What follows belongs to an exercise in optimizing a design on an open flow for small area, a short achievable clock period and few clock cycles per item; a production flow would make more cautious choices. Function was checked by simulation only, so behaviour that the tests miss may differ from the original. Power is estimated from default activity; no workload was simulated.

===== flow/config.mk =====
export PLATFORM = sky130hd
export DESIGN_NAME = mc_mem_responder
export DESIGN_NICKNAME = mc_mem_responder
export VERILOG_FILES = /design/flow/design.v
export SDC_FILE = /design/flow/constraint.sdc
export NUM_CORES = 4
export LEC_CHECK = 0
export CAP_MARGIN = 20
export CORE_MARGIN = 2
export CORE_UTILIZATION = 40
export SLEW_MARGIN = 20

===== flow/constraint.sdc =====
create_clock -name core_clock -period 5.0 [get_ports {clk}]
set_input_delay 1.0000 -clock core_clock [delete_from_list [all_inputs] [get_ports {clk}]]
set_output_delay 1.0000 -clock core_clock [all_outputs]
set_load 0.01 [all_outputs]

===== flow/design.v =====
module mc_mem_responder #(
  parameter int unsigned ADDR_WIDTH = 6,
  parameter int unsigned LATENCY    = 2
) (
  input  logic        clk,
  input  logic        reset,
  input  logic        req,
  input  logic        we,
  input  logic [31:0] addr,
  input  logic [31:0] wdata,
  output logic [31:0] rdata,
  output logic        ack,
  output logic        err,
  output logic        busy
);
  logic [31:0] mem [2**ADDR_WIDTH];
  logic [ADDR_WIDTH-1:0] idx;
  logic                  misal;
  logic                  wr;
  logic unused_addr_hi;
  assign unused_addr_hi = ^addr[31:ADDR_WIDTH+2];
  assign idx   = addr[ADDR_WIDTH+1:2];
  assign misal = |addr[1:0];
  assign wr    = reset && req && we && !misal;
  assign ack   = req && reset;
  assign busy  = req && reset;
  assign err   = misal;
  assign rdata = mem[idx];
  always_ff @(posedge clk) begin
    if (wr)
      mem[idx] <= wdata;
  end
endmodule

===== flow/run.sh =====
#!/bin/bash
# synth_recipe.tcl (not shown) runs the flow's synth.tcl, then flattens the netlist and writes it again
# the make line also repeats each setting of config.mk as NAME=value (left out here)
make -C /OpenROAD-flow-scripts/flow DESIGN_CONFIG=/design/flow/config.mk WORK_HOME=/design/flow/orfs CLKGATE_MAP_FILE= SYNTH_SCRIPT=/design/flow/synth_recipe.tcl finish

==> run notes, run 1 <==
status timing/DRC/antenna clean; async set-reset flop share out of synthesis 0%; initial standard-cell utilization of the core 40.2%; Nets 4,852; multi-input gate area in the final layout 16,800 um^2; setup_tns 0 ps; Leak 29.4 nW; Tot GR Track Use 21.9%; Largest register FFs 2,048; via count of the routed design 45,500; maximum fanout count along the critical path 58; most frequent standard cell in the layout excluding fill and tap cells sky130_fd_sc_hd__edfxtp_1; part of the Yosys area used for sequential elements 77.4%; GRT met2 Usage 35.4%; Reg area 61,500 um^2; Final Slew Violations 0; # DRC 0; Routed WL 225,000 um; minimum period implied by the final worst setup slack 4970 ps; final worst-path cycle share 99.4%; Top Family by Delay on Critical Path buffers and inverters; area enclosed by the die boundary 202,000 um^2; number of antenna violations at the first check in global routing 10; Hold Path Class input port to flip-flop; count of yosys warnings during synthesis 1; CTS tree built; violation count after the first detailed-routing iteration 5,250; core region area 197,000 um^2; Chip Height 450 um; required time of the critical path 4000 ps; net count after synthesis 4,466; worst path cell trace buf_8 -> nor2_4 -> buf_12 -> buf_12 -> a221oi_1 -> o21ai_0 -> a222oi_1 -> nand4b_1 -> buf_4 -> clkdlybuf4s50_1; instance count of the mapped netlist 4,398; via density per instance 5.99; Crit Path Class input port to output port; global-route wire length before repair 323,000 um; Mapped Area 79,400 um^2; Area growth syn-to-layout 17.1%; proportion of layout cells with a drive suffix above 1 21.8%; cells taking the most area after synthesis sky130_fd_sc_hd__edfxtp_1 (77%), sky130_fd_sc_hd__a221oi_1 (3.2%), sky130_fd_sc_hd__mux4_2 (2.6%); number of buffers inserted to repair setup after CTS 0; setup repair after global routing missed its margin no; cell at the root of the clock tree sky130_fd_sc_hd__clkbuf_16; category of the worst setup path capture point output port; PortBufs 78; met3 Usage GRT 3.40%; post-layout total power 35.4 mW; gp weighted congestion 0.881; most used flip-flop cell after synthesis sky130_fd_sc_hd__edfxtp_1; peak clock frequency supported by timing 201 MHz; leading cell types in the layout, fill and taps excluded sky130_fd_sc_hd__edfxtp_1 (2,048), sky130_fd_sc_hd__buf_4 (371), sky130_fd_sc_hd__a221oi_1 (289); TritonRoute pass-1 iters 8; number of buffers on the longest clock path 3; final setup vio count 0; Post-DRT Antenna Nets 0; pin count of the biggest net entering global routing 65; Data arrival, critical path 3970 ps; average instance area after synthesis 18.1 um^2; leading area contributor after synthesis sky130_fd_sc_hd__edfxtp_1; Synth top area share 77.4%; final hold slack 514 ps; die extent in x 450 um; hold violation count in the final report 0; power per unit of standard cell area 380 nW/um^2; most heavily used metal layer in global routing met2; number of synthesized flops with an enable pin 2,048; most frequent CP cell sky130_fd_sc_hd__buf_12; clock buffers created by TritonCTS 201; register ranked first by flip-flop count mem; worst vdd ir 0.323 mV; # clock sinks 2,048; launching element type of the critical path input port; Regs by FF count mem x2048; register bit count reported by yosys 2,048; overall overflow remaining after global route 0; final standard cell area without fillers 93,000 um^2; worst slew slack as a fraction of its limit 45.3%; met1 layer usage reported by global route 29.5%; final HPWL from detailed placement 135,000 um; number of placement rows 163; number of fill cells 16,700; number of global-route vias before repair 44,900; worst slew pin tran 818 ps; boundary pin count 103; cell area after placement 86,800 um^2; Avg WL per Cell 29.6 um; maximum capacitance violations 0; number of H-tree levels 4; stage delay of the slowest cell on the critical path 530 ps; number of buffer and inverter instances along the worst setup path 5; clock slew at reported path FFs 60 ps; CP max stage cell sky130_fd_sc_hd__a222oi_1; number of library cell types mapped by synthesis 60
## cells in the mapped netlist (30+ instances only)
cell	instances
sky130_fd_sc_hd__a211oi_1	30
sky130_fd_sc_hd__a21oi_1	94
sky130_fd_sc_hd__a221oi_1	289
sky130_fd_sc_hd__a222oi_1	30
sky130_fd_sc_hd__a22oi_1	249
sky130_fd_sc_hd__a31oi_1	41
sky130_fd_sc_hd__and3b_1	57
sky130_fd_sc_hd__buf_2	109
sky130_fd_sc_hd__buf_4	32
sky130_fd_sc_hd__clkbuf_1	167
sky130_fd_sc_hd__edfxtp_1	2048
sky130_fd_sc_hd__mux2_2	147
sky130_fd_sc_hd__mux2i_1	137
sky130_fd_sc_hd__mux4_2	91
sky130_fd_sc_hd__nand2_1	123
sky130_fd_sc_hd__nand2b_1	111
sky130_fd_sc_hd__nor2_1	156
sky130_fd_sc_hd__o21ai_0	56
sky130_fd_sc_hd__o221ai_1	34
sky130_fd_sc_hd__o22ai_1	80
## report_power, final
part           switching [mW]  total [mW]  internal, mW
sequential            0.00239        18.9          18.9
combinational            1.35        2.13         0.785
clock                    6.39        14.3          7.95
total                    7.74        35.4          27.6
## cell type report
type / instances / area share, %
diodes: 2 / 0.00538
clock buffers: 255 / 5.69
clock inverters: 111 / 0.948
inverters: 5 / 0.0323
multi-input cells: 2002 / 18.1
flip-flops and latches: 2048 / 66.1
well taps: 2640 / 3.55
repair buffers: 526 / 5.58
## logic make-up after synthesis
logic type / count (synthesis) / synth area share (%)
AO/OA/AOI/OAI: 1026 / 9.81
flip-flops: 2048 / 77.4
AND/OR/NAND/NOR: 584 / 3.97
multiplexers: 392 / 6.63
buffers and inverters: 348 / 2.16
## metrics by stage
step                setup WS (ps)  util [%]  cells
global route                 5.02      47.1   7587
finish                       30.7      47.1   7589
detailed placement           -294      44.0   7221
floorplan                    1080         -   4398
global placement             -322      44.0   7221
CTS                          44.1      47.1   7587
## metal layers
metal  up-vias  wire length (um)
met4        10              9690
met3       433             17300
met5         -                53
met2      2100            108000
met1     23800             90100
li1      19200                 -
## final timing paths
check | cells past startpoint | from | endpoint
hold / removal | 1 | wdata[22] | mem[46][22]$_DFFE_PP_
setup / recovery | 10 | addr[2] | rdata[30]
## what timing repair did
item,CTS,global route
hold buffers,0,0
resized for setup,4,2
endpoints found under the setup margin,3,2
Testbench counts, summed over its fixed seeds: cycles 8,192, accesses 8,192.
==> run 2, diff against run 1 <==
--- a/flow/design.v
+++ b/flow/design.v
@@ -1,3 +1,20 @@
+module mc_mem_bit (
+  input  logic clk,
+  input  logic sel,
+  input  logic keep,
+  input  logic d,
+  output logic q
+);
+  always_ff @(posedge clk)
+    q <= (q | sel) & (d | keep);
+endmodule
+module mc_mem_rdbit (
+  input  logic [63:0] sel,
+  input  logic [63:0] d,
+  output logic        y
+);
+  assign y = |(sel & d);
+endmodule
 module mc_mem_responder #(
   parameter int unsigned ADDR_WIDTH = 6,
   parameter int unsigned LATENCY    = 2
@@ -13,10 +30,12 @@
   output logic        err,
   output logic        busy
 );
-  logic [31:0] mem [2**ADDR_WIDTH];
+  localparam int WORDS = 2**ADDR_WIDTH;
+  logic [31:0]           mem [WORDS];
   logic [ADDR_WIDTH-1:0] idx;
   logic                  misal;
   logic                  wr;
+  logic [WORDS-1:0]      dec;
   logic unused_addr_hi;
   assign unused_addr_hi = ^addr[31:ADDR_WIDTH+2];
   assign idx   = addr[ADDR_WIDTH+1:2];
@@ -25,9 +44,31 @@
   assign ack   = req && reset;
   assign busy  = req && reset;
   assign err   = misal;
-  assign rdata = mem[idx];
-  always_ff @(posedge clk) begin
-    if (wr)
-      mem[idx] <= wdata;
+  always_comb
+    for (int r = 0; r < WORDS; r++)
+      dec[r] = (idx == ADDR_WIDTH'(r));
+  for (genvar b = 0; b < 32; b++) begin : g_rd
+    logic [WORDS-1:0] col;
+    for (genvar r = 0; r < WORDS; r++) begin : g_col
+      assign col[r] = mem[r][b];
+    end
+    mc_mem_rdbit u_rd (
+      .sel(dec),
+      .d  (col),
+      .y  (rdata[b])
+    );
+  end
+  for (genvar r = 0; r < WORDS; r++) begin : g_word
+    logic sel;
+    assign sel = wr && dec[r];
+    for (genvar b = 0; b < 32; b++) begin : g_bit
+      mc_mem_bit u_bit (
+        .clk (clk),
+        .sel (sel),
+        .keep(!sel),
+        .d   (wdata[b]),
+        .q   (mem[r][b])
+      );
+    end
   end
 endmodule
--- a/flow/config.mk
+++ b/flow/config.mk
@@ -8,4 +8,7 @@
 export CAP_MARGIN = 20
 export CORE_MARGIN = 2
 export CORE_UTILIZATION = 40
+export SETUP_SLACK_MARGIN = 1.5
 export SLEW_MARGIN = 20
+export SYNTH_HIERARCHICAL = 1
+export SYNTH_MINIMUM_KEEP_SIZE = 0
==> run 2 against run 1 <==
Highest routed layer unchanged. Now fails the layout checks on setup timing. Critical path depth up 4. Global-route usage grew 8.1 points. Maximum frequency shrank 2.2%. Non-clock buffer count rose by 593. Sequential power shrank 9.5%. Cell count up 24%. Via count is 37% higher.
==> run notes, run 2 <==
CP max stage cell sky130_fd_sc_hd__or4_4; pin count of the biggest net entering global routing 65 (unchanged); peak clock frequency supported by timing 197 MHz (-2.2%); cells taking the most area after synthesis sky130_fd_sc_hd__dfxtp_1 (57%), sky130_fd_sc_hd__o22a_1 (25%), sky130_fd_sc_hd__a22o_1 (6.2%); Critical Path Sink rdata[4]; gp weighted congestion 0.888 (+0.79%); net count after synthesis 5,642 (+26%); proportion of layout cells with a drive suffix above 1 28.3% (+6.5 points); number of H-tree levels 4 (unchanged); async set-reset flop share out of synthesis 0% (unchanged); Regs by FF count g_word.g_bit.u_bit.q x2048; status finished with violations; count of yosys warnings during synthesis 9 (+8); PortBufs 78 (unchanged); leading cell types in the layout, fill and taps excluded sky130_fd_sc_hd__o22a_1 (2,048), sky130_fd_sc_hd__dfxtp_1 (2,048), sky130_fd_sc_hd__buf_4 (824); clock slew at reported path FFs 60 ps (about the same); global-route wire length before repair 416,000 um (+29%); worst slew pin tran 1160 ps (+344 ps); final HPWL from detailed placement 168,000 um (+24%); worst path cell trace buf_12 -> buf_12 -> buf_8 -> nand4bb_4 -> buf_6 -> nor2_4 -> buf_6 -> a22o_1 -> a221oi_2 -> buf_4 -> nand4_1 -> buf_4 -> or4_4 -> buf_6; critical path depth 14 (+4); number of antenna violations at the first check in global routing 5 (-5); Top Family by Delay on Critical Path buffers and inverters; Crit Path Class input port to output port; hold violation count in the final report 0 (unchanged); fin util 53.0% (+5.9 points); final setup slack of the worst path -80.9 ps (-112 ps); count of cells along the worst register-to-register path 1; Mapped Area 72,200 um^2 (-9.1%); number of library cell types mapped by synthesis 33 (-45%); initial standard-cell utilization of the core 40.4% (+0.14 points); Layout Check Fails setup timing; cell at the root of the clock tree sky130_fd_sc_hd__clkbuf_16; Final Slew Violations 0 (unchanged); number of synthesized flops with an enable pin 0 (-100%); final worst-path cycle share 102% (+2.2 points); maximum capacitance violations 0 (unchanged); minimum period implied by the final worst setup slack 5080 ps (+112 ps); worst slew slack as a fraction of its limit 22.5% (-23 points); required time of the critical path 4000 ps (about the same); boundary pin count 103 (unchanged); worst-case register-to-register setup slack 4340 ps; clock buffers created by TritonCTS 208 (+3.5%); part of the Yosys area used for sequential elements 56.8% (-21 points); instance count of the mapped netlist 5,574 (+27%); Data arrival, critical path 4080 ps (+110 ps); power per unit of standard cell area 363 nW/um^2 (-4.7%); Synth top area share 56.8% (-21 points); average instance area after synthesis 13.0 um^2 (-28%); register ranked first by flip-flop count g_word.g_bit.u_bit.q; launching element type of the critical path input port; via count of the routed design 62,400 (+37%); Hold Path Class flip-flop to flip-flop; Tot GR Track Use 30.0% (+8.1 points); most frequent CP cell sky130_fd_sc_hd__buf_6; most used flip-flop cell after synthesis sky130_fd_sc_hd__dfxtp_1; # clock sinks 2,048 (unchanged); setup repair after global routing missed its margin yes; Chip Height 429 um (-4.6%); via density per instance 6.65 (+11%); Leak 35.9 nW (+22%); Worst setup startpoint addr[2]; Routed WL 286,000 um (+27%); Post-DRT Antenna Nets 0 (unchanged); post-layout total power 34.4 mW (-2.8%); violation count after the first detailed-routing iteration 6,399 (+22%); final setup vio count 1 (+1); area enclosed by the die boundary 184,000 um^2 (-9.0%); leading area contributor after synthesis sky130_fd_sc_hd__dfxtp_1; number of placement rows 155 (-4.9%); Nets 6,933 (+43%); Largest register FFs 2,048 (unchanged); latest clock arrival within the worst-skew pair 850 ps; register bit count reported by yosys 2,048 (unchanged); core region area 179,000 um^2 (-9.4%); RR Endpoint g_word[36].g_bit[8].u_bit.q$_DFF_P_; # DRC 0 (unchanged); number of buffers on the longest clock path 3 (unchanged); Avg WL per Cell 30.4 um (+2.7%); number of global-route vias before repair 60,300 (+34%); leading post-synthesis cells by instance count sky130_fd_sc_hd__dfxtp_1 (2,048), sky130_fd_sc_hd__o22a_1 (2,048), sky130_fd_sc_hd__a22o_1 (512); Worst R2R Start g_word[36].g_bit[8].u_bit.q$_DFF_P_; Worst Setup Slack post-DPL -1240 ps (-944 ps); category of the worst setup path capture point output port; number of buffer and inverter instances along the worst setup path 8 (+3); TritonRoute pass-1 iters 6 (-2); die extent in x 429 um (-4.6%); worst vdd ir 0.404 mV (+25%); Area growth syn-to-layout 31.3%; maximum fanout count along the critical path 7 (-88%); CTS tree built; overall overflow remaining after global route 0 (unchanged); Max Clock Skew 0 ps; Post-CTS Hold Fix Bufs 0 (unchanged); stage delay of the slowest cell on the critical path 510 ps (-20 ps)
run 2: cell types whose count changed in the layout (fill, tap and decap cells not counted), sizes merged, moves of 109 or more:
cell	previous run	this run
nand2	123	1
mux2	164	0
dfxtp	0	2048
buf	483	1101
mux2i	137	0
a22oi	249	0
o22a	16	2048
a221oi	290	512
edfxtp	2048	0
nand2b	111	2
a22o	15	512
run 2: timing repair:
| action | 4_1_cts | 5_1_grt |
|---|---|---|
| gates cloned | 36 | 1 |
| resized for setup | 445 | 94 |
| setup endpoints to repair | 34 | 32 |
| pin swaps | 149 | 114 |
| buffers inserted | 147 | 53 |
run 2: how the worst min path moves through the flow:
stage | start | endpoint | slack [ps] | cells past startpoint
2_1_floorplan | g_word[11].g_bit[0].u_bit.q$_DFF_P_ | g_word[11].g_bit[0].u_bit.q$_DFF_P_ | 450 | 1
3_3_place_gp | g_word[2].g_bit[4].u_bit.q$_DFF_P_ | g_word[2].g_bit[4].u_bit.q$_DFF_P_ | 450 | 1
3_5_place_dp | g_word[12].g_bit[15].u_bit.q$_DFF_P_ | g_word[12].g_bit[15].u_bit.q$_DFF_P_ | 460 | 1
4_1_cts | g_word[51].g_bit[1].u_bit.q$_DFF_P_ | g_word[51].g_bit[1].u_bit.q$_DFF_P_ | 470 | 1
5_1_grt | g_word[34].g_bit[7].u_bit.q$_DFF_P_ | g_word[34].g_bit[7].u_bit.q$_DFF_P_ | 480 | 1
6_report | g_word[33].g_bit[31].u_bit.q$_DFF_P_ | g_word[33].g_bit[31].u_bit.q$_DFF_P_ | 470 | 1
run 2: cells by family (layout without fill, tap and decap cells):
| logic type | after synthesis | in the layout | synth area share, % |
|---|---|---|---|
| and+or+nand+nor | 395 | 416 | 3.33 |
| AOI/OAI and AO/OA | 3072 | 3072 | 39.5 |
| other | 0 | 3 | 0 |
| buffers and inverters | 59 | 1493 | 0.395 |
| DFF | 2048 | 2048 | 56.8 |
run 2: per-module statistics from Yosys, one instance, submodules excluded:
module / cells inside / cell area, um^2 / times used / flip-flops and latches
mc_mem_rdbit: 37 / 363 / 32 / 0
mc_mem_responder: 294 / 1650 / 1 / 0
mc_mem_bit: 2 / 28.8 / 2048 / 1
run 2: metal layers:
layer / global-route usage [%] / vias up / share of wire (%)
li1: - / 26900 / -
met1: 39.9 / 32500 / 42
met2: 46.4 / 2573 / 44
met3: 5.72 / 500 / 7.8
met4: 15.6 / 2 / 5.5
met5: 0 / - / 0.0045
run 2: metrics by stage:
| stage | cell area [um^2] | setup TNS [ps] | instances | hold slack (ps) |
|---|---|---|---|---|
| 6_report | 94800 | -80.9 | 9387 | 471 |
| 5_1_grt | 94800 | 0 | 9385 | 482 |
| 4_1_cts | 93800 | 0 | 9330 | 475 |
| 3_5_place_dp | 83400 | -23730 | 8773 | 461 |
| 3_3_place_gp | 83300 | -23100 | 8770 | 453 |
| 2_1_floorplan | 72800 | 0 | 5574 | 448 |
run 2: layout make-up:
class | count | area [um^2]
clock inverter | 55 | 820
tap | 2355 | 2950
timing repair buffer | 1119 | 10800
sequential | 2048 | 41000
multi-input combinational | 3488 | 33000
clock buffer | 319 | 6210
fill | 15300 | 84000
antenna | 3 | 7.51
run 2: power by group:
part	switching [mW]	internal, mW	leakage (nW)
Clock	6.79	8.97	3.43
Combinational	0.857	0.706	15.9
Sequential	0.268	16.8	16.6
Testbench counts of run 2, summed over its fixed seeds: cycles 8,192, accesses 8,192.
==> run 3, diff against run 2 <==
--- a/flow/config.mk
+++ b/flow/config.mk
@@ -8,7 +8,6 @@
 export CAP_MARGIN = 20
 export CORE_MARGIN = 2
 export CORE_UTILIZATION = 40
-export SETUP_SLACK_MARGIN = 1.5
 export SLEW_MARGIN = 20
 export SYNTH_HIERARCHICAL = 1
 export SYNTH_MINIMUM_KEEP_SIZE = 0
==> run 3 against run 2 <==
Highest routed layer unchanged. Critical path depth unchanged. Critical path type unchanged. Clock-buffer cell count down 16. Setup slack worse by 8.1 ps. Still fails the layout checks on setup timing. Register-to-register slack about the same.
==> run notes, run 3 <==
pin count of the biggest net entering global routing 65 (unchanged); power per unit of standard cell area 372 nW/um^2 (+2.7%); final setup vio count 14 (+13); area enclosed by the die boundary 184,000 um^2 (unchanged); # DRC 0 (unchanged); TritonRoute pass-1 iters 6 (unchanged); most used flip-flop cell after synthesis sky130_fd_sc_hd__dfxtp_1; register ranked first by flip-flop count g_word.g_bit.u_bit.q; hold violation count in the final report 0 (unchanged); maximum capacitance violations 0 (unchanged); final setup slack of the worst path -89.0 ps (-8.12 ps); Avg WL per Cell 30.2 um (-0.66%); Final Slew Violations 0 (unchanged); stage delay of the slowest cell on the critical path 740 ps (+230 ps); worst slew pin tran 1250 ps (+86.3 ps); async set-reset flop share out of synthesis 0% (unchanged); fin util 51.0% (-2.0 points); Worst Setup Slack post-DPL -1070 ps (+170 ps); Regs by FF count g_word.g_bit.u_bit.q x2048; final HPWL from detailed placement 168,000 um (about the same); Crit Path Class input port to output port; PortBufs 78 (unchanged); number of synthesized flops with an enable pin 0 (unchanged); count of yosys warnings during synthesis 9 (unchanged); number of fill cells 15,700 (+2.6%); Routed WL 276,000 um (-3.3%); final hold slack 469 ps (-2.12 ps); Leak 34.0 nW (-5.1%); boundary pin count 103 (unchanged); clock slew at reported path FFs 50 ps (about the same); number of buffer and inverter instances along the worst setup path 8 (unchanged); instance count of the mapped netlist 5,574 (unchanged); violation count after the first detailed-routing iteration 5,619 (-12%); minimum period implied by the final worst setup slack 5090 ps (+8.12 ps); CP max stage cell sky130_fd_sc_hd__or4_4; required time of the critical path 4000 ps (about the same); global-route wire length before repair 402,000 um (-3.5%); Nets 6,689 (-3.5%); category of the worst setup path capture point output port; leading area contributor after synthesis sky130_fd_sc_hd__dfxtp_1; via count of the routed design 61,000 (-2.4%); core region area 179,000 um^2 (unchanged); count of placed standard cells in the final layout, fillers left out 9,140 (-2.6%); worst-case register-to-register setup slack 4340 ps (about the same); gp weighted congestion 0.936 (+5.4%); CTS tree built; Hold Path Class flip-flop to flip-flop; clock buffers created by TritonCTS 205 (-1.4%); Reg area 41,000 um^2 (unchanged); latest clock arrival within the worst-skew pair 860 ps (about the same); number of buffers on the longest clock path 3 (unchanged); cells taking the most area after synthesis sky130_fd_sc_hd__dfxtp_1 (57%), sky130_fd_sc_hd__o22a_1 (25%), sky130_fd_sc_hd__a22o_1 (6.2%); worst slew slack as a fraction of its limit 16.8% (-5.8 points); net count after synthesis 5,642 (unchanged); Top Family by Delay on Critical Path buffers and inverters; # clock sinks 2,048 (unchanged); status finished with violations; Mapped Area 72,200 um^2 (unchanged); Synth top area share 56.8% (unchanged); Chip Height 429 um (unchanged); peak clock frequency supported by timing 197 MHz (-0.16%); number of global-route vias before repair 59,000 (-2.0%); Post-CTS Hold Fix Bufs 0 (unchanged); number of H-tree levels 4 (unchanged); Area growth syn-to-layout 26.4%; number of antenna violations at the first check in global routing 7 (+2); most frequent CP cell sky130_fd_sc_hd__buf_4; Max Clock Skew 0 ps (unchanged); leading cell types in the layout, fill and taps excluded sky130_fd_sc_hd__o22a_1 (2,048), sky130_fd_sc_hd__dfxtp_1 (2,048), sky130_fd_sc_hd__buf_4 (732); cell at the root of the clock tree sky130_fd_sc_hd__clkbuf_16; multi-input gate area in the final layout 32,500 um^2 (-1.6%); worst vdd ir 0.313 mV (-22%); via density per instance 6.67 (+0.28%); maximum fanout count along the critical path 24 (+17); average instance area after synthesis 13.0 um^2 (unchanged); launching element type of the critical path input port; final worst-path cycle share 102% (+0.16 points); Tot GR Track Use 28.9% (-1.1 points); initial standard-cell utilization of the core 40.4% (unchanged); die extent in x 429 um (unchanged); Post-DRT Antenna Nets 0 (unchanged); worst path cell trace clkbuf_4 -> buf_12 -> buf_4 -> nand4b_1 -> buf_4 -> buf_4 -> nor2_2 -> buf_12 -> a22o_1 -> a221oi_1 -> buf_4 -> nand4_1 -> or4_4 -> clkdlybuf4s15_1; part of the Yosys area used for sequential elements 56.8% (unchanged); Placed Cells 8,714 (-0.67%); register bit count reported by yosys 2,048 (unchanged); Data arrival, critical path 4090 ps (about the same); number of library cell types mapped by synthesis 33 (unchanged); Layout Check Fails setup timing; Largest register FFs 2,048 (unchanged); leading post-synthesis cells by instance count sky130_fd_sc_hd__dfxtp_1 (2,048), sky130_fd_sc_hd__o22a_1 (2,048), sky130_fd_sc_hd__a22o_1 (512); number of placement rows 155 (unchanged); overall overflow remaining after global route 0 (unchanged); proportion of layout cells with a drive suffix above 1 25.0% (-3.3 points)
## run 3: metal layers
metal,global-route usage [%],up-vias,share of wire (%)
met4,15.8,2,5.8
met2,45.4,2365,45
met1,38.0,31700,42
met5,0,-,0.0040
met3,4.58,531,7.0
li1,-,26400,-
## run 3: Yosys stat by module (local to each module, per instance)
module,flip-flops and latches,cell area (um^2),copies in the design
mc_mem_responder,0,1650,1
mc_mem_rdbit,0,363,32
mc_mem_bit,1,28.8,2048
## run 3: cells by family after synthesis
group	Yosys count	share of synthesized area (%)
and+or+nand+nor	395	3.33
buffers and inverters	59	0.395
DFF	2048	56.8
AOI/OAI and AO/OA	3072	39.5
## run 3: per-stage QoR
stage | power (mW) | cell area, um^2 | setup TNS (ps)
after CTS | 34.1 | 90900 | 0
after global routing | 34.9 | 91200 | -328
after floorplan | 17.9 | 72200 | 0
final | 34.0 | 91200 | -444
after detailed placement | 18.7 | 82800 | -28880
after global placement | 18.7 | 82700 | -29510
## run 3: timing repair
item	4_1_cts	5_1_grt
setup buffers	41	13
hold endpoints to repair	0	0
gates resized for setup	241	65
setup endpoints to repair	32	28
pin swaps	66	37
gates cloned	13	2
## run 3: worst paths after layout
check | from | depth (start not counted) | to
max reg2reg | g_word[7].g_bit[3].u_bit.q$_DFF_P_ | 1 | g_word[7].g_bit[3].u_bit.q$_DFF_P_
max | addr[5] | 14 | rdata[19]
min | g_word[3].g_bit[16].u_bit.q$_DFF_P_ | 1 | g_word[3].g_bit[16].u_bit.q$_DFF_P_
min reg2reg | g_word[3].g_bit[16].u_bit.q$_DFF_P_ | 1 | g_word[3].g_bit[16].u_bit.q$_DFF_P_
## run 3: layout make-up
type                            count  share of cell area [%]
Clock buffer                      303                    6.55
Sequential cell                  2048                    44.9
Tap cell                         2355                    3.23
Antenna cell                        4                  0.0110
Clock inverter                     64                   0.854
Multi-Input combinational cell   3473                    35.6
Timing Repair Buffer              893                    8.79
## run 3: report_power, final
group | switching, mW | internal (mW) | total (mW)
registers | 0.266 | 16.8 | 17.1
clock network | 6.55 | 8.93 | 15.5
logic | 0.815 | 0.623 | 1.44
==> run 4, diff against run 3 <==
--- a/flow/design.v
+++ b/flow/design.v
@@ -8,12 +8,39 @@
   always_ff @(posedge clk)
     q <= (q | sel) & (d | keep);
 endmodule
+module mc_mem_aoi8 (
+  input  logic [7:0] s,
+  input  logic [7:0] d,
+  output logic       y
+);
+  assign y = |(s & d);
+endmodule
+module mc_mem_nor2 (
+  input  logic [1:0] a,
+  output logic       y
+);
+  assign y = !(|a);
+endmodule
+module mc_mem_nand4 (
+  input  logic [3:0] a,
+  output logic       y
+);
+  assign y = !(&a);
+endmodule
 module mc_mem_rdbit (
   input  logic [63:0] sel,
   input  logic [63:0] d,
   output logic        y
 );
-  assign y = |(sel & d);
+  logic [7:0] p1;    
+  logic [3:0] n2;    
+  for (genvar i = 0; i < 8; i++) begin : g_l1
+    mc_mem_aoi8 u (.s(sel[8*i +: 8]), .d(d[8*i +: 8]), .y(p1[i]));
+  end
+  for (genvar i = 0; i < 4; i++) begin : g_l2
+    mc_mem_nor2 u (.a(p1[2*i +: 2]), .y(n2[i]));
+  end
+  mc_mem_nand4 u_l3 (.a(n2), .y(y));
 endmodule
 module mc_mem_responder #(
   parameter int unsigned ADDR_WIDTH = 6,
--- a/flow/config.mk
+++ b/flow/config.mk
@@ -7,7 +7,8 @@
 export LEC_CHECK = 0
 export CAP_MARGIN = 20
 export CORE_MARGIN = 2
-export CORE_UTILIZATION = 40
+export CORE_UTILIZATION = 65
+export SETUP_SLACK_MARGIN = 1.0
 export SLEW_MARGIN = 20
 export SYNTH_HIERARCHICAL = 1
 export SYNTH_MINIMUM_KEEP_SIZE = 0
==> run 4 against run 3 <==
Now clean on timing, DRC and antenna. Total power fell by 1.3%. Global-route usage rose by 18 points. First-iteration DRC count increased by 48%. Synthesized area shrank 2.3%. Non-clock buffer count is 75 lower. Hold slack gained 2.7 ps. Clock-buffer cell count is the same. Critical endpoint is now rdata[7]. Largest power group unchanged. Highest routed layer unchanged.
==> run notes, run 4 <==
power per unit of standard cell area 381 nW/um^2 (+2.3%); proportion of layout cells with a drive suffix above 1 20.1% (-4.9 points); Crit Path Class input port to output port; worst slew slack as a fraction of its limit 20.2% (+3.4 points); launching element type of the critical path input port; xor and xnor area share after synthesis 0% (unchanged); leading post-synthesis cells by instance count sky130_fd_sc_hd__dfxtp_1 (2,048), sky130_fd_sc_hd__o22a_1 (2,048), sky130_fd_sc_hd__a22oi_1 (1,024); via count of the routed design 64,600 (+6.0%); PortBufs 78 (unchanged); number of synthesized flops with an enable pin 0 (unchanged); cell area after placement 78,900 um^2 (-4.7%); minimum period implied by the final worst setup slack 4790 ps (-297 ps); worst hold endpoint g_word[59].g_bit[30].u_bit.q$_DFF_P_; count of yosys warnings during synthesis 9 (unchanged); Leak 32.3 nW (-5.2%); cells taking the most area after synthesis sky130_fd_sc_hd__dfxtp_1 (58%), sky130_fd_sc_hd__o22a_1 (25%), sky130_fd_sc_hd__a22oi_1 (11%); net count after synthesis 5,898 (+4.5%); mux cell area share after synthesis 0% (unchanged); hold path startpoint g_word[59].g_bit[30].u_bit.q$_DFF_P_; most used flip-flop cell after synthesis sky130_fd_sc_hd__dfxtp_1; gp weighted congestion 0.935 (about the same); Tot GR Track Use 46.5% (+18 points); async set-reset flop share out of synthesis 0% (unchanged); Post-CTS Hold Fix Bufs 0 (unchanged); final standard cell area without fillers 88,000 um^2 (-3.6%); number of H-tree levels 4 (unchanged); part of the Yosys area used for sequential elements 58.1% (+1.3 points); status timing/DRC/antenna clean; violation count after the first detailed-routing iteration 8,306 (+48%); maximum fanout count along the critical path 18 (-25%); boundary pin count 103 (unchanged); number of library cell types mapped by synthesis 30 (-9.1%); leading area contributor after synthesis sky130_fd_sc_hd__dfxtp_1; # DRC 0 (unchanged); clock buffers created by TritonCTS 192 (-6.3%); number of antenna violations at the first check in global routing 12 (+5); Area growth syn-to-layout 24.7%; Synth top area share 58.1% (+1.3 points); count of cells along the worst register-to-register path 1 (unchanged); Post-DRT Antenna Nets 0 (unchanged); required time of the critical path 4000 ps (about the same); worst-case register-to-register setup slack 4320 ps (-20 ps); final worst-path cycle share 95.8% (-5.9 points); Nets 6,851 (+2.4%); number of placement rows 120 (-23%); peak clock frequency supported by timing 209 MHz (+6.2%); Chip Height 333 um (-22%); final HPWL from detailed placement 158,000 um (-6.1%); register bit count reported by yosys 2,048 (unchanged); category of the worst setup path capture point output port; Final Slew Violations 0 (unchanged); Largest register FFs 2,048 (unchanged); area share of fa/ha/maj cells after synthesis 0% (unchanged); basic-gate share of the synthesized area counting and, or, nand and nor cells 5.17% (+1.8 points); clock slew at reported path FFs 60 ps (about the same); hold violation count in the final report 0 (unchanged); number of global-route vias before repair 62,600 (+6.0%); Avg WL per Cell 32.1 um (+6.1%); complex-gate fraction of the synthesized area 36.3% (-3.2 points); final hold slack 471 ps (+2.71 ps); latest clock arrival within the worst-skew pair 800 ps (-60 ps); pin count of the biggest net entering global routing 45 (-31%); Clock Power Share 44.9% (-0.7 points); initial standard-cell utilization of the core 65.7% (+25 points); leading cell types in the layout, fill and taps excluded sky130_fd_sc_hd__o22a_1 (2,048), sky130_fd_sc_hd__dfxtp_1 (2,048), sky130_fd_sc_hd__a22oi_1 (974); Worst R2R Start g_word[19].g_bit[13].u_bit.q$_DFF_P_; die extent in x 333 um (-22%); setup repair after global routing missed its margin yes; instance count of the mapped netlist 5,830 (+4.6%); overall overflow remaining after global route 0 (unchanged); Max Clock Skew 0 ps (unchanged); part of the power in combinational logic 4.3% (about the same); TritonRoute pass-1 iters 8 (+2); core region area 107,000 um^2 (-40%); global-route wire length before repair 392,000 um (-2.4%); Hold Path Class flip-flop to flip-flop; Data arrival, critical path 3790 ps (-300 ps); fin util 81.9% (+31 points); CTS tree built; Routed WL 268,000 um (-3.0%); final setup vio count 0 (-14); part of the power in registers 50.8% (+0.6 points); worst vdd ir 0.372 mV (+19%); RR Endpoint g_word[19].g_bit[13].u_bit.q$_DFF_P_; via density per instance 7.74 (+16%); area enclosed by the die boundary 111,000 um^2 (-40%); Mapped Area 70,600 um^2 (-2.3%); final setup slack of the worst path 208 ps (+297 ps); register ranked first by flip-flop count g_word.g_bit.u_bit.q; Regs by FF count g_word.g_bit.u_bit.q x2048; Sw Ratio 21.8% (-0.69 points); P_sw 7.30 mW (-4.4%); number of buffers on the longest clock path 3 (unchanged); worst hold path stage count 1 (unchanged); Internal Pwr Total 26.2 mW (-0.47%); # clock sinks 2,048 (unchanged); largest family of logic cells by synthesized area compound AO/OA/AOI/OAI gates; worst slew pin tran 1200 ps (-50.8 ps); maximum capacitance violations 0 (unchanged); cell at the root of the clock tree sky130_fd_sc_hd__clkbuf_16; average instance area after synthesis 12.1 um^2 (-6.6%); Worst Setup Slack post-DPL -974 ps (+93.9 ps)
==> run 4: cell count changes in the layout (fill, tap and decap cells not counted), sizes merged, moves of 8 or more <==
cell	change
a22o	-512
clkbuf	-8
a221oi	-512
a22oi	+1024
clkdlybuf4s15	-9
buf	-47
or4	-32
nand4	+160
nor2	+122
==> run 4: worst max-delay path by stage <==
| stage | startpoint | slack (ps) | cells past startpoint | end |
|---|---|---|---|---|
| after global placement | addr[4] | -970 | 11 | rdata[15] |
| final | addr[3] | 210 | 14 | rdata[7] |
| after detailed placement | addr[4] | -970 | 11 | rdata[15] |
| after floorplan | addr[7] | 1010 | 8 | rdata[0] |
| after global routing | addr[3] | 250 | 14 | rdata[7] |
| after CTS | addr[5] | 460 | 17 | rdata[24] |
==> run 4: cells by family after synthesis <==
| kind of cell | Yosys count |
|---|---|
| and+or+nand+nor | 651 |
| AOI/OAI and AO/OA | 3072 |
| DFF | 2048 |
| buffers and inverters | 59 |
==> run 4: routing by layer <==
metal	share of wire (%)	GRT usage, %	vias up
met3	13	13.4	1033
met1	36	57.9	32200
met5	0.053	0.391	-
li1	-	-	26700
met4	7.6	32.7	14
met2	43	69.5	4673
==> run 4: repair_timing <==
action / in CTS / in global routing
pin swaps: 187 / 73
gates cloned: 16 / 0
buffers inserted: 103 / 9
gates resized for setup: 395 / 42
endpoints found under the setup margin: 32 / 32
==> run 4: area by class of cell <==
type / instances / area [um^2]
Multi-Input combinational cell: 3723 / 30600
Sequential cell: 2048 / 41000
Timing Repair Buffer: 818 / 7960
Antenna cell: 8 / 20.0
Clock buffer: 303 / 5980
Tap cell: 1403 / 1760
Clock inverter: 51 / 596
Fill cell: 6418 / 19400
==> run 4: power groups by stage <==
stage          clock [mW]  sequential (mW)  combinational (mW)
2_1_floorplan           0             17.3               0.584
3_3_place_gp            0             17.4                1.24
3_5_place_dp            0             17.4                1.28
4_1_cts              15.0             17.0                1.37
5_1_grt              15.7             17.1                1.47
6_report             15.0             17.0                1.43
==> run 4: worst max-delay path, stage by stage <==
cell,delay [ps]
sky130_fd_sc_hd__buf_2,110
sky130_fd_sc_hd__buf_12,140
sky130_fd_sc_hd__buf_8,130
sky130_fd_sc_hd__buf_4,150
sky130_fd_sc_hd__nand4b_1,260
sky130_fd_sc_hd__buf_12,180
sky130_fd_sc_hd__nor2_2,50
sky130_fd_sc_hd__buf_12,160
sky130_fd_sc_hd__buf_4,140
sky130_fd_sc_hd__a22oi_2,160
sky130_fd_sc_hd__nand4_1,320
sky130_fd_sc_hd__nor2_4,280
sky130_fd_sc_hd__nand4_1,390
sky130_fd_sc_hd__buf_2,290
==> run 4: Yosys stat by module, one instance, submodules excluded, a selection <==
| module | cells | times used | flip-flops and latches |
|---|---|---|---|
| mc_mem_aoi8 | 5 | 256 | 0 |
| mc_mem_bit | 2 | 2048 | 1 |
| mc_mem_nand4 | 1 | 32 | 0 |
| mc_mem_nor2 | 1 | 128 | 0 |
| mc_mem_responder | 294 | 1 | 0 |
==> run 4: stage by stage <==
step                total power, mW  setup TNS [ps]  cells
CTS                            33.4               0   8337
detailed placement             18.7          -21350   7864
floorplan                      17.9               0   5830
global route                   34.2               0   8347
finish                         33.5               0   8354
global placement               18.6          -21570   7864
Testbench counts of run 4, summed over its fixed seeds: cycles 8,192, accesses 8,192.
==> run 5, diff against run 4 <==
--- a/flow/config.mk
+++ b/flow/config.mk
@@ -7,8 +7,7 @@
 export LEC_CHECK = 0
 export CAP_MARGIN = 20
 export CORE_MARGIN = 2
-export CORE_UTILIZATION = 65
-export SETUP_SLACK_MARGIN = 1.0
+export CORE_UTILIZATION = 40
 export SLEW_MARGIN = 20
 export SYNTH_HIERARCHICAL = 1
 export SYNTH_MINIMUM_KEEP_SIZE = 0
==> run 5 against run 4 <==
The layout now fails its checks (setup timing). Clock-buffer cell count increased by 19. Sequential cell count unchanged. Register-to-register slack improved by 30 ps. Clock skew stayed put. Critical endpoint is now rdata[1]. Global-route usage down 18 points. Critical path type unchanged. Hold slack got worse by 0.71 ps. Sequential power about the same. Via count fell by 5.7%. Wire length shrank 0.53%.
==> run notes, run 5 <==
Chip Height 424 um (+27%); global-route wire length before repair 388,000 um (-1.2%); Nets 6,774 (-1.1%); average instance area after synthesis 12.1 um^2 (unchanged); initial standard-cell utilization of the core 40.2% (-26 points); violation count after the first detailed-routing iteration 5,991 (-28%); number of placement rows 154 (+28%); async set-reset flop share out of synthesis 0% (unchanged); cell at the root of the clock tree sky130_fd_sc_hd__clkbuf_16; leading post-synthesis cells by instance count sky130_fd_sc_hd__dfxtp_1 (2,048), sky130_fd_sc_hd__o22a_1 (2,048), sky130_fd_sc_hd__a22oi_1 (1,024); leading cell types in the layout, fill and taps excluded sky130_fd_sc_hd__o22a_1 (2,048), sky130_fd_sc_hd__dfxtp_1 (2,048), sky130_fd_sc_hd__a22oi_1 (1,023); number of buffers on the longest clock path 3 (unchanged); post-layout total power 33.7 mW (+0.49%); Tot GR Track Use 28.5% (-18 points); number of H-tree levels 4 (unchanged); worst slew pin tran 1180 ps (-16.2 ps); register ranked first by flip-flop count g_word.g_bit.u_bit.q; cells taking the most area after synthesis sky130_fd_sc_hd__dfxtp_1 (58%), sky130_fd_sc_hd__o22a_1 (25%), sky130_fd_sc_hd__a22oi_1 (11%); CTS tree built; number of antenna violations at the first check in global routing 4 (-8); Synth top area share 58.1% (unchanged); met3 Usage GRT 5.68% (-7.7 points); final hold slack 471 ps (-0.705 ps); part of the Yosys area used for sequential elements 58.1% (unchanged); Regs by FF count g_word.g_bit.u_bit.q x2048; Routed WL 267,000 um (-0.53%); launching element type of the critical path input port; required time of the critical path 4000 ps (about the same); final HPWL from detailed placement 162,000 um (+2.3%); clock slew at reported path FFs 60 ps (about the same); PortBufs 78 (unchanged); hold path startpoint g_word[30].g_bit[4].u_bit.q$_DFF_P_; Data arrival, critical path 4010 ps (+220 ps); Mapped Area 70,600 um^2 (unchanged); Layout Check Fails setup timing; number of library cell types mapped by synthesis 30 (unchanged); Largest register FFs 2,048 (unchanged); met1 layer usage reported by global route 36.9% (-21 points); most heavily used metal layer in global routing met2; register bit count reported by yosys 2,048 (unchanged); count of yosys warnings during synthesis 9 (unchanged); Max Clock Skew 0 ps (unchanged); Post-DRT Antenna Nets 0 (unchanged); power per unit of standard cell area 383 nW/um^2 (+0.44%); minimum period implied by the final worst setup slack 5010 ps (+217 ps); via count of the routed design 61,000 (-5.7%); Hold Path Class flip-flop to flip-flop; core region area 176,000 um^2 (+64%); RR Endpoint g_word[42].g_bit[22].u_bit.q$_DFF_P_; Crit Path Class input port to output port; die extent in x 424 um (+27%); via density per instance 6.61 (-15%); instance count of the mapped netlist 5,830 (unchanged); area enclosed by the die boundary 180,000 um^2 (+62%); final standard cell area without fillers 88,000 um^2 (about the same); gp weighted congestion 0.903 (-3.5%); hold violation count in the final report 0 (unchanged); cell area after placement 80,500 um^2 (+2.1%); Reg area 41,000 um^2 (unchanged); final setup vio count 1 (+1); status finished with violations; count of cells along the worst register-to-register path 1 (unchanged); Worst R2R Start g_word[42].g_bit[22].u_bit.q$_DFF_P_; # clock sinks 2,048 (unchanged); pin count of the biggest net entering global routing 65 (+44%); worst-case register-to-register setup slack 4350 ps (+30 ps); worst vdd ir 0.265 mV (-29%); setup repair after global routing missed its margin yes; GRT met2 Usage 45.9% (-24 points); number of fill cells 15,600 (+140%); overall overflow remaining after global route 0 (unchanged); number of synthesized flops with an enable pin 0 (unchanged); Final Slew Violations 0 (unchanged); most used flip-flop cell after synthesis sky130_fd_sc_hd__dfxtp_1; Area growth syn-to-layout 24.7% (about the same); Avg WL per Cell 28.9 um (-9.9%); final setup slack of the worst path -9.63 ps (-217 ps); leading area contributor after synthesis sky130_fd_sc_hd__dfxtp_1; worst hold endpoint g_word[30].g_bit[4].u_bit.q$_DFF_P_; proportion of layout cells with a drive suffix above 1 18.0% (-2.1 points); Leak 31.6 nW (-2.0%); clock buffers created by TritonCTS 205 (+6.8%); peak clock frequency supported by timing 200 MHz (-4.3%); worst slew slack as a fraction of its limit 21.1% (+0.87 points); net count after synthesis 5,898 (unchanged); worst hold path stage count 1 (unchanged); boundary pin count 103 (unchanged); maximum capacitance violations 0 (unchanged); final worst-path cycle share 100% (+4.3 points); category of the worst setup path capture point output port; multi-input gate area in the final layout 30,500 um^2 (-0.36%); TritonRoute pass-1 iters 6 (-2); latest clock arrival within the worst-skew pair 800 ps (about the same); setup_tns -9.63 ps (-9.63 ps); fin util 50.1% (-32 points); number of global-route vias before repair 59,200 (-5.5%); # DRC 0 (unchanged); maximum fanout count along the critical path 18 (unchanged)
==> run 5: changes by cell type in the layout (fill, tap and decap cells not counted), sizes merged, moves of 3 or more <==
cell           previous run  this run
clkdlybuf4s15             0         6
dlygate4sd2               1         7
clkinv                   34        44
clkinvlp                  4         0
inv                       1         4
bufinv                   12         7
diode                     8         2
buf                     805       675
nor2                    192       206
clkdlybuf4s50             8        13
bufbuf                    4         1
clkbuf                  303       332
==> run 5: cells by family after synthesis <==
group | synth area share, %
AOI/OAI and AO/OA | 36.3
buffers and inverters | 0.404
DFF | 58.1
and+or+nand+nor | 5.17
==> run 5: power by group <==
| group | internal, mW | switching [mW] | total, mW |
|---|---|---|---|
| sequential | 16.8 | 0.236 | 17.0 |
| clock | 8.89 | 6.41 | 15.3 |
| combinational | 0.589 | 0.766 | 1.35 |
| total | 26.3 | 7.41 | 33.7 |
==> run 5: metal layers <==
layer,vias up,share of wire (%)
met3,528,7.9
met1,31400,42
met5,-,0.023
met4,8,4.3
li1,26600,-
met2,2511,46
==> run 5: cell type report <==
| class | instances | area share, % |
|---|---|---|
| Timing Repair Buffer | 714 | 7.74 |
| Tap cell | 2340 | 3.33 |
| Clock buffer | 322 | 7.10 |
| Multi-Input combinational cell | 3737 | 34.7 |
| Sequential cell | 2048 | 46.6 |
| Antenna cell | 2 | 0.00569 |
| Clock inverter | 55 | 0.542 |
==> run 5: per-module statistics from Yosys, one instance, submodules excluded, excerpt <==
module,cells inside,flip-flops and latches
mc_mem_aoi8,5,0
mc_mem_bit,2,1
mc_mem_nand4,1,0
mc_mem_nor2,1,0
mc_mem_responder,294,0
==> run 5: what timing repair did <==
action / in CTS / in global routing
pin swaps: 65 / 34
setup buffers: 23 / 9
setup endpoints to repair: 32 / 26
hold buffers: 0 / 0
cloned: 17 / 2
gates resized for setup: 85 / 53
==> run 5: worst max-delay path by stage <==
stage | from | endpoint | slack (ps) | depth (start not counted)
after floorplan | addr[5] | rdata[0] | 710 | 8
after global placement | addr[4] | rdata[30] | -500 | 12
after detailed placement | addr[4] | rdata[30] | -510 | 12
after CTS | addr[4] | rdata[30] | -200 | 14
after global routing | addr[5] | rdata[27] | -9 | 16
final | addr[4] | rdata[1] | -10 | 14
==> run 5: stage by stage <==
stage | setup WS (ps) | instances
6_report | -9.63 | 9218
5_1_grt | -9.41 | 9216
4_1_cts | -196 | 9205
3_5_place_dp | -511 | 8788
3_3_place_gp | -499 | 8788
2_1_floorplan | 712 | 5830
==> run 5: worst max-delay path, stage by stage <==
cell	delay [ps]
sky130_fd_sc_hd__clkdlybuf4s50_1	510
sky130_fd_sc_hd__buf_12	170
sky130_fd_sc_hd__nand4b_1	170
sky130_fd_sc_hd__buf_6	150
sky130_fd_sc_hd__buf_4	180
sky130_fd_sc_hd__nor2_4	60
sky130_fd_sc_hd__buf_12	150
sky130_fd_sc_hd__buf_12	130
sky130_fd_sc_hd__a22oi_1	180
sky130_fd_sc_hd__nand4_1	370
sky130_fd_sc_hd__nor2_4	350
sky130_fd_sc_hd__buf_4	160
sky130_fd_sc_hd__nand4_1	120
sky130_fd_sc_hd__clkdlybuf4s15_2	260
==> run 6, diff against run 5 <==
--- a/flow/design.v
+++ b/flow/design.v
@@ -26,6 +26,41 @@
   output logic       y
 );
   assign y = !(&a);
+endmodule
+module mc_mem_nand3 (
+  input  logic [2:0] a,
+  output logic       y
+);
+  assign y = !(&a);
+endmodule
+module mc_mem_inv (
+  input  logic a,
+  output logic y
+);
+  assign y = !a;
+endmodule
+module mc_mem_dec (
+  input  logic [5:0]  idx,
+  output logic [63:0] dec
+);
+  logic [5:0] idx_n;
+  logic [7:0] lo_n, hi_n;
+  for (genvar i = 0; i < 6; i++) begin : g_inv
+    mc_mem_inv u (.a(idx[i]), .y(idx_n[i]));
+  end
+  for (genvar v = 0; v < 8; v++) begin : g_pre
+    mc_mem_nand3 u_lo (
+      .a({v[2] ? idx[2] : idx_n[2], v[1] ? idx[1] : idx_n[1], v[0] ? idx[0] : idx_n[0]}),
+      .y(lo_n[v])
+    );
+    mc_mem_nand3 u_hi (
+      .a({v[2] ? idx[5] : idx_n[5], v[1] ? idx[4] : idx_n[4], v[0] ? idx[3] : idx_n[3]}),
+      .y(hi_n[v])
+    );
+  end
+  for (genvar r = 0; r < 64; r++) begin : g_dec
+    mc_mem_nor2 u (.a({hi_n[r/8], lo_n[r%8]}), .y(dec[r]));
+  end
 endmodule
 module mc_mem_rdbit (
   input  logic [63:0] sel,
@@ -71,9 +106,10 @@
   assign ack   = req && reset;
   assign busy  = req && reset;
   assign err   = misal;
-  always_comb
-    for (int r = 0; r < WORDS; r++)
-      dec[r] = (idx == ADDR_WIDTH'(r));
+  mc_mem_dec u_dec (
+    .idx(idx),
+    .dec(dec)
+  );
   for (genvar b = 0; b < 32; b++) begin : g_rd
     logic [WORDS-1:0] col;
     for (genvar r = 0; r < WORDS; r++) begin : g_col
--- a/flow/config.mk
+++ b/flow/config.mk
@@ -7,7 +7,8 @@
 export LEC_CHECK = 0
 export CAP_MARGIN = 20
 export CORE_MARGIN = 2
-export CORE_UTILIZATION = 40
+export CORE_UTILIZATION = 55
+export SETUP_SLACK_MARGIN = 1.0
 export SLEW_MARGIN = 20
 export SYNTH_HIERARCHICAL = 1
 export SYNTH_MINIMUM_KEEP_SIZE = 0
==> run 6 against run 5 <==
Hold slack hardly changed. Die area is 27% lower. Non-clock buffer count is 166 higher. Setup slack better by 810 ps. Cell count is 6.0% lower. Clock power hardly changed. Now clean on timing, DRC and antenna. Design area is 2.1% higher. Sequential power hardly changed. Sequential cell count stayed put. Critical path depth is 1 lower.
==> run notes, run 6 <==
multi-input gate area in the final layout 30,900 um^2 (+1.1%); Critical Path Sink rdata[16]; Worst Setup Slack post-DPL -369 ps (+141 ps); category of the worst setup path capture point output port; number of placement rows 131 (-15%); setup repair after global routing missed its margin yes; Reg area 41,000 um^2 (unchanged); via density per instance 7.22 (+9.1%); async set-reset flop share out of synthesis 0% (unchanged); Regs by FF count g_word.g_bit.u_bit.q x2048; number of fill cells 9,427 (-40%); CP max stage cell sky130_fd_sc_hd__nor2_4; mux cell area share after synthesis 0% (unchanged); die extent in x 361 um (-15%); # clock sinks 2,048 (unchanged); number of synthesized flops with an enable pin 0 (unchanged); final setup slack of the worst path 804 ps (+813 ps); most used flip-flop cell after synthesis sky130_fd_sc_hd__dfxtp_1; hold violation count in the final report 0 (unchanged); Final Slew Violations 0 (unchanged); worst vdd ir 0.372 mV (+40%); worst-case register-to-register setup slack 4340 ps (about the same); Max Clock Skew 0 ps (unchanged); Leak 33.2 nW (+5.0%); count of yosys warnings during synthesis 9 (unchanged); latest clock arrival within the worst-skew pair 830 ps (+30 ps); instance count of the mapped netlist 5,782 (-0.82%); average instance area after synthesis 12.1 um^2 (+0.25%); leading area contributor after synthesis sky130_fd_sc_hd__dfxtp_1; Post-DRT Antenna Nets 0 (unchanged); number of antenna violations at the first check in global routing 6 (+2); clock slew at reported path FFs 60 ps (about the same); worst slew pin tran 1210 ps (+29.0 ps); count of placed standard cells in the final layout, fillers left out 8,662 (-6.0%); leading post-synthesis cells by instance count sky130_fd_sc_hd__dfxtp_1 (2,048), sky130_fd_sc_hd__o22a_1 (2,048), sky130_fd_sc_hd__a22oi_1 (1,024); maximum capacitance violations 0 (unchanged); worst slew slack as a fraction of its limit 19.3% (-1.7 points); number of global-route vias before repair 59,600 (+0.74%); net count after synthesis 5,850 (-0.81%); Mapped Area 70,100 um^2 (-0.57%); gp weighted congestion 0.903 (about the same); cells taking the most area after synthesis sky130_fd_sc_hd__dfxtp_1 (58%), sky130_fd_sc_hd__o22a_1 (26%), sky130_fd_sc_hd__a22oi_1 (11%); Largest register FFs 2,048 (unchanged); count of cells along the worst register-to-register path 1 (unchanged); area enclosed by the die boundary 130,000 um^2 (-27%); final hold slack 470 ps (-0.285 ps); Routed WL 272,000 um (+2.0%); minimum period implied by the final worst setup slack 4200 ps (-813 ps); boundary pin count 103 (unchanged); stage delay of the slowest cell on the critical path 290 ps (-220 ps); Area growth syn-to-layout 28.1%; Placed Cells 8,205 (-6.6%); core region area 127,000 um^2 (-28%); overall overflow remaining after global route 0 (unchanged); part of the Yosys area used for sequential elements 58.4% (+0.34 points); clock buffers created by TritonCTS 199 (-2.9%); RR Endpoint g_word[18].g_bit[6].u_bit.q$_DFF_P_; CTS tree built; final worst-path cycle share 83.9% (-16 points); proportion of layout cells with a drive suffix above 1 21.8% (+3.8 points); Synth top area share 58.4% (+0.34 points); violation count after the first detailed-routing iteration 6,986 (+17%); required time of the critical path 4000 ps (about the same); Chip Height 361 um (-15%); final setup vio count 0 (-1); Avg WL per Cell 31.4 um (+8.5%); PortBufs 78 (unchanged); number of library cell types mapped by synthesis 16 (-47%); number of H-tree levels 4 (unchanged); area share of fa/ha/maj cells after synthesis 0% (unchanged); post-layout total power 33.6 mW (-0.20%); Worst R2R Start g_word[18].g_bit[6].u_bit.q$_DFF_P_; via count of the routed design 62,500 (+2.5%); global-route wire length before repair 391,000 um (+0.95%); register ranked first by flip-flop count g_word.g_bit.u_bit.q; # DRC 0 (unchanged); fin util 70.7% (+21 points); maximum fanout count along the critical path 6 (-12); Worst setup startpoint addr[2]; Data arrival, critical path 3200 ps (-810 ps); largest family of logic cells by synthesized area compound AO/OA/AOI/OAI gates; status timing/DRC/antenna clean; power per unit of standard cell area 374 nW/um^2 (-2.2%); Crit Path Class input port to output port; launching element type of the critical path input port; cell at the root of the clock tree sky130_fd_sc_hd__clkbuf_16; TritonRoute pass-1 iters 6 (unchanged); Tot GR Track Use 39.9% (+11 points); leading cell types in the layout, fill and taps excluded sky130_fd_sc_hd__o22a_1 (2,048), sky130_fd_sc_hd__dfxtp_1 (2,048), sky130_fd_sc_hd__a22oi_1 (836); complex-gate fraction of the synthesized area 36.5% (+0.21 points); final HPWL from detailed placement 167,000 um (+3.4%); Hold Path Class flip-flop to flip-flop; pin count of the biggest net entering global routing 65 (unchanged); number of buffers on the longest clock path 3 (unchanged); initial standard-cell utilization of the core 55.2% (+15 points); worst path cell trace buf_12 -> buf_8 -> nand3_4 -> buf_8 -> nor2_4 -> buf_12 -> buf_6 -> a22oi_2 -> nand4_1 -> nor2_4 -> buf_6 -> nand4_1 -> buf_2; peak clock frequency supported by timing 238 MHz (+19%); register bit count reported by yosys 2,048 (unchanged); Nets 6,902 (+1.9%); xor and xnor area share after synthesis 0% (unchanged); basic-gate share of the synthesized area counting and, or, nand and nor cells 4.77% (-0.39 points)
-- run 6: cell types whose count changed after synthesis, moves of 5 or more --
| cell | change |
|---|---|
| sky130_fd_sc_hd__nand3_1 | +36 |
| sky130_fd_sc_hd__and3_1 | +64 |
| sky130_fd_sc_hd__clkbuf_1 | -14 |
| sky130_fd_sc_hd__buf_2 | -19 |
| sky130_fd_sc_hd__or3_1 | -20 |
| sky130_fd_sc_hd__clkbuf_2 | +5 |
| sky130_fd_sc_hd__and4bb_2 | -6 |
| sky130_fd_sc_hd__nand4b_1 | -6 |
| sky130_fd_sc_hd__nor3_1 | -60 |
| sky130_fd_sc_hd__inv_1 | +6 |
| sky130_fd_sc_hd__nand4bb_1 | -7 |
-- run 6: final cells by class --
class                   count  area share (%)
repair buffers            880            10.3
clock buffers             318            6.87
multi-input cells        3699            34.3
clock inverters            48           0.517
diodes                      1         0.00279
inverters                   6          0.0334
well taps                1662            2.31
flip-flops and latches   2048            45.6
-- run 6: worst min path at each step --
stage | from | endpoint | slack, ps | cells past startpoint
after CTS | g_word[13].g_bit[11].u_bit.q$_DFF_P_ | g_word[13].g_bit[11].u_bit.q$_DFF_P_ | 470 | 1
final | g_word[13].g_bit[11].u_bit.q$_DFF_P_ | g_word[13].g_bit[11].u_bit.q$_DFF_P_ | 470 | 1
after global placement | g_word[53].g_bit[25].u_bit.q$_DFF_P_ | g_word[53].g_bit[25].u_bit.q$_DFF_P_ | 450 | 1
after global routing | g_word[33].g_bit[30].u_bit.q$_DFF_P_ | g_word[33].g_bit[30].u_bit.q$_DFF_P_ | 480 | 1
after floorplan | g_word[0].g_bit[0].u_bit.q$_DFF_P_ | g_word[0].g_bit[0].u_bit.q$_DFF_P_ | 450 | 1
after detailed placement | g_word[61].g_bit[28].u_bit.q$_DFF_P_ | g_word[61].g_bit[28].u_bit.q$_DFF_P_ | 460 | 1
-- run 6: kinds of logic after synthesis --
family | Yosys count
AOI/OAI and AO/OA | 3072
buffers and inverters | 35
DFF | 2048
and+or+nand+nor | 627
-- run 6: per-stage QoR --
stage	setup TNS [ps]	area, um^2
after floorplan	0	70100
after global placement	-5190	79800
after detailed placement	-5340	79800
after CTS	0	88400
after global routing	0	89800
final	0	89800
-- run 6: repair_timing --
action | 4_1_cts | 5_1_grt
setup buffers | 30 | 24
resized for setup | 468 | 182
hold buffers | 0 | 0
hold endpoints to repair | 0 | 0
pin swaps | 138 | 180
gates cloned | 17 | 19
endpoints found under the setup margin | 32 | 32
-- run 6: worst max-delay path, delay by kind of cell --
family | cells | cell delay, ps
buffers and inverters | 7 | 1070
and+or+nand+nor | 5 | 970
AOI/OAI and AO/OA | 1 | 150
-- run 6: routing by layer --
| layer | routed length, um | up-vias | GRT usage [%] |
|---|---|---|---|
| met4 | 14300 | 11 | 20.8 |
| met5 | 155 | - | 0.555 |
| li1 | - | 26800 | - |
| met3 | 27600 | 604 | 8.21 |
| met2 | 120000 | 3252 | 60.7 |
| met1 | 110000 | 31800 | 53.7 |
-- run 6: power breakdown --
group	switching [mW]	internal (mW)
combinational	0.790	0.617
sequential	0.255	16.8
clock	6.38	8.78
-- run 6: Yosys stat by module, one instance, submodules excluded, excerpt --
module | cell area (um^2) | copies in the design | flops+latches | cells
mc_mem_nor2 | 3.75 | 192 | 0 | 1
mc_mem_inv | 3.75 | 6 | 0 | 1
mc_mem_responder | 901 | 1 | 0 | 160
mc_mem_nand4 | 6.26 | 32 | 0 | 1
mc_mem_bit | 28.8 | 2048 | 1 | 2
mc_mem_aoi8 | 36.3 | 256 | 0 | 5
mc_mem_nand3 | 5.00 | 16 | 0 | 1
Testbench counts of run 6, summed over its fixed seeds: cycles 8,192, accesses 8,192.
==> run 7, diff against run 6 <==
--- a/flow/config.mk
+++ b/flow/config.mk
@@ -5,10 +5,12 @@
 export SDC_FILE = /design/flow/constraint.sdc
 export NUM_CORES = 4
 export LEC_CHECK = 0
-export CAP_MARGIN = 20
+export CAP_MARGIN = 0
 export CORE_MARGIN = 2
 export CORE_UTILIZATION = 55
+export CTS_BUF_LIST = sky130_fd_sc_hd__clkbuf_4 sky130_fd_sc_hd__clkbuf_8
+export CTS_CLUSTER_SIZE = 24
 export SETUP_SLACK_MARGIN = 1.0
-export SLEW_MARGIN = 20
+export SLEW_MARGIN = 0
 export SYNTH_HIERARCHICAL = 1
 export SYNTH_MINIMUM_KEEP_SIZE = 0
==> run 7 against run 6 <==
The layout now fails its checks (slew limit). Setup slack lost 7.9 ps. Design area is essentially flat. Critical path depth is the same. Combinational power is essentially flat. Sequential cell count is the same. Sequential share of layout area is essentially flat. Die area is the same. Synthesized cell count is the same. Clock-buffer cell count grew 203. Hold slack lost 47 ps. Global-route usage is essentially flat. Largest power group unchanged. Highest routed layer unchanged.
==> run notes, run 7 <==
die extent in x 361 um (unchanged); Tot GR Track Use 39.9% (-0.050 points); number of placement rows 131 (unchanged); stage delay of the slowest cell on the critical path 320 ps (+30 ps); overall overflow remaining after global route 0 (unchanged); proportion of layout cells with a drive suffix above 1 24.4% (+2.7 points); average instance area after synthesis 12.1 um^2 (unchanged); # clock sinks 2,048 (unchanged); minimum period implied by the final worst setup slack 4200 ps (+7.91 ps); Avg WL per Cell 31.0 um (-1.4%); peak clock frequency supported by timing 238 MHz (-0.19%); Post-CTS Hold Fix Bufs 0 (unchanged); cell at the root of the clock tree sky130_fd_sc_hd__clkbuf_8; cells taking the most area after synthesis sky130_fd_sc_hd__dfxtp_1 (58%), sky130_fd_sc_hd__o22a_1 (26%), sky130_fd_sc_hd__a22oi_1 (11%); via density per instance 7.18 (-0.47%); fin util 70.7% (about the same); cell area after placement 79,800 um^2 (about the same); Max Clock Skew 0 ps (unchanged); Regs by FF count g_word.g_bit.u_bit.q x2048; part of the Yosys area used for sequential elements 58.4% (unchanged); Synth top area share 58.4% (unchanged); initial standard-cell utilization of the core 55.2% (unchanged); maximum fanout count along the critical path 6 (unchanged); net count after synthesis 5,850 (unchanged); Post-DRT Antenna Nets 0 (unchanged); worst vdd ir 0.296 mV (-20%); CP max stage cell sky130_fd_sc_hd__nand4_1; final setup vio count 0 (unchanged); Layout Check Fails slew limit; post-layout total power 33.1 mW (-1.7%); leading post-synthesis cells by instance count sky130_fd_sc_hd__dfxtp_1 (2,048), sky130_fd_sc_hd__o22a_1 (2,048), sky130_fd_sc_hd__a22oi_1 (1,024); boundary pin count 103 (unchanged); TritonRoute pass-1 iters 6 (unchanged); setup_tns 0 ps (unchanged); violation count after the first detailed-routing iteration 7,315 (+4.7%); final worst-path cycle share 84.1% (+0.16 points); required time of the critical path 4000 ps (about the same); global-route wire length before repair 391,000 um (about the same); Nets 7,045 (+2.1%); leading area contributor after synthesis sky130_fd_sc_hd__dfxtp_1; Routed WL 274,000 um (+0.78%); clock buffers created by TritonCTS 337 (+69%); final hold slack 423 ps (-47.2 ps); worst slew slack as a fraction of its limit -1.10% (-20 points); Area growth syn-to-layout 28.1% (about the same); worst path cell trace buf_12 -> buf_8 -> nand3_4 -> buf_8 -> nor2_4 -> buf_12 -> buf_4 -> a22oi_2 -> nand4_1 -> nor2_4 -> buf_6 -> nand4_1 -> buf_2; setup repair after global routing missed its margin yes; number of global-route vias before repair 60,100 (+0.82%); instance count of the mapped netlist 5,782 (unchanged); via count of the routed design 63,600 (+1.7%); launching element type of the critical path input port; maximum capacitance violations 1 (+1); async set-reset flop share out of synthesis 0% (unchanged); number of library cell types mapped by synthesis 16 (unchanged); leading cell types in the layout, fill and taps excluded sky130_fd_sc_hd__o22a_1 (2,048), sky130_fd_sc_hd__dfxtp_1 (2,048), sky130_fd_sc_hd__a22oi_1 (848); count of yosys warnings during synthesis 9 (unchanged); number of synthesized flops with an enable pin 0 (unchanged); PortBufs 78 (unchanged); final HPWL from detailed placement 167,000 um (about the same); category of the worst setup path capture point output port; Leak 33.5 nW (+0.87%); most used flip-flop cell after synthesis sky130_fd_sc_hd__dfxtp_1; number of antenna violations at the first check in global routing 10 (+4); latest clock arrival within the worst-skew pair 990 ps (+160 ps); clock slew at reported path FFs 60 ps (about the same); number of buffers on the longest clock path 4 (+1); status finished with violations; hold violation count in the final report 0 (unchanged); area enclosed by the die boundary 130,000 um^2 (unchanged); core region area 127,000 um^2 (unchanged); Mapped Area 70,100 um^2 (unchanged); Chip Height 361 um (unchanged); Data arrival, critical path 3200 ps (about the same); final standard cell area without fillers 89,800 um^2 (about the same); gp weighted congestion 0.903 (unchanged); Crit Path Class input port to output port; worst slew pin tran 1520 ps (+306 ps); pin count of the biggest net entering global routing 65 (unchanged); Hold Path Class input port to flip-flop; Largest register FFs 2,048 (unchanged); Final Slew Violations 41 (+41); number of H-tree levels 5 (+1); power per unit of standard cell area 368 nW/um^2 (-1.7%); register bit count reported by yosys 2,048 (unchanged); register ranked first by flip-flop count g_word.g_bit.u_bit.q; # DRC 0 (unchanged); CTS tree built
run 7: final timing paths:
kind,endpoint,depth (start not counted),slack [ps],from
hold reg to reg,g_word[14].g_bit[28].u_bit.q$_DFF_P_,1,470,g_word[14].g_bit[28].u_bit.q$_DFF_P_
hold / removal,g_word[6].g_bit[2].u_bit.q$_DFF_P_,2,420,wdata[2]
setup reg to reg,g_word[56].g_bit[6].u_bit.q$_DFF_P_,1,4340,g_word[56].g_bit[6].u_bit.q$_DFF_P_
setup / recovery,rdata[30],13,800,addr[4]
run 7: metrics by stage:
stage / std cells / setup slack (ps)
final: 8849 / 796
after global routing: 8847 / 864
after CTS: 8796 / 884
after detailed placement: 8205 / -379
after global placement: 8205 / -370
after floorplan: 5782 / 1050
run 7: Yosys stat by module (local to each module, per instance), excerpt:
module,flip-flops and latches,times used,cells inside
mc_mem_aoi8,0,256,5
mc_mem_inv,0,6,1
mc_mem_nor2,0,192,1
mc_mem_nand4,0,32,1
mc_mem_nand3,0,16,1
mc_mem_responder,0,1,160
mc_mem_bit,1,2048,2
run 7: repair_timing:
item	CTS	global route
buffers inserted	30	25
pin swaps	137	165
cloned	16	24
resized for setup	469	182
endpoints found under the setup margin	32	32
run 7: kinds of logic (layout without fill, tap and decap cells):
logic type,after synthesis,after routing,share of synthesized area [%]
and+or+nand+nor,627,627,4.77
AOI/OAI and AO/OA,3072,3072,36.5
other,0,4,0
buffers and inverters,35,1436,0.253
DFF,2048,2048,58.4
run 7: cell type report:
type | instances | area [um^2]
diodes | 4 | 10.0
inverters | 6 | 35.0
multi-input cells | 3699 | 30800
fillers | 9496 | 37200
repair buffers | 885 | 9260
clock inverters | 24 | 134
well taps | 1662 | 2080
flip-flops and latches | 2048 | 41000
clock buffers | 521 | 6480
run 7: power by group:
part / total [mW] / internal (mW) / switching (mW)
clock: 14.6 / 8.16 / 6.44
sequential: 17.0 / 16.8 / 0.253
combinational: 1.41 / 0.617 / 0.793
run 7: layer usage:
metal	GRT usage, %	share of wire (%)	vias to the layer above	wire [um]
met5	0	0.028	-	78
met4	21.3	5.2	10	14200
met3	8.09	9.9	685	27100
met2	60.4	44	3453	121000
met1	53.7	41	32400	112000
li1	-	-	27000	-
run 7: worst max-delay path, delay by kind of cell:
family                 cells  cell delay, ps
and+or+nand+nor            5             980
AOI/OAI and AO/OA          1             160
buffers and inverters      7            1050

what the ideal ports hide:
How much do the figures lean on ideal ports? The routed layouts below were timed once more, with nothing changed but the port constraints. Step 1 assumes that a clkbuf_16 drives the clock port and a buf_2 every other input. Step 2 times the ports against the registers' clock, not the clock port: input delays grow and output delays shrink by t, the midpoint of the rising clock arrivals with the driver on. a / b / c = no drivers / after step 1 / after step 2; a / b = the first two.
run	shift t [ns]	setup slack, ns	worst register clock-pin slew, ns
run 1	0.931	0.031 / -0.022 / -0.022	0.07 / 0.07
run 2	0.943	-0.081 / -0.164 / -0.164	0.07 / 0.07
run 3	0.924	-0.089 / -0.115 / -0.115	0.07 / 0.07
run 4	0.871	0.208 / 0.173 / 0.173	0.07 / 0.07
run 5	0.888	-0.010 / -0.032 / -0.032	0.06 / 0.06
run 6	0.902	0.804 / 0.755 / 0.755	0.07 / 0.07
run 7	1.086	0.796 / 0.739 / 0.739	0.07 / 0.07
Met with ideal ports but missed after step 2: setup timing in run 1. For run 2, which loses most, drivers alone change the setup slack by -0.083 ns; drivers and shift together by -0.083 ns.
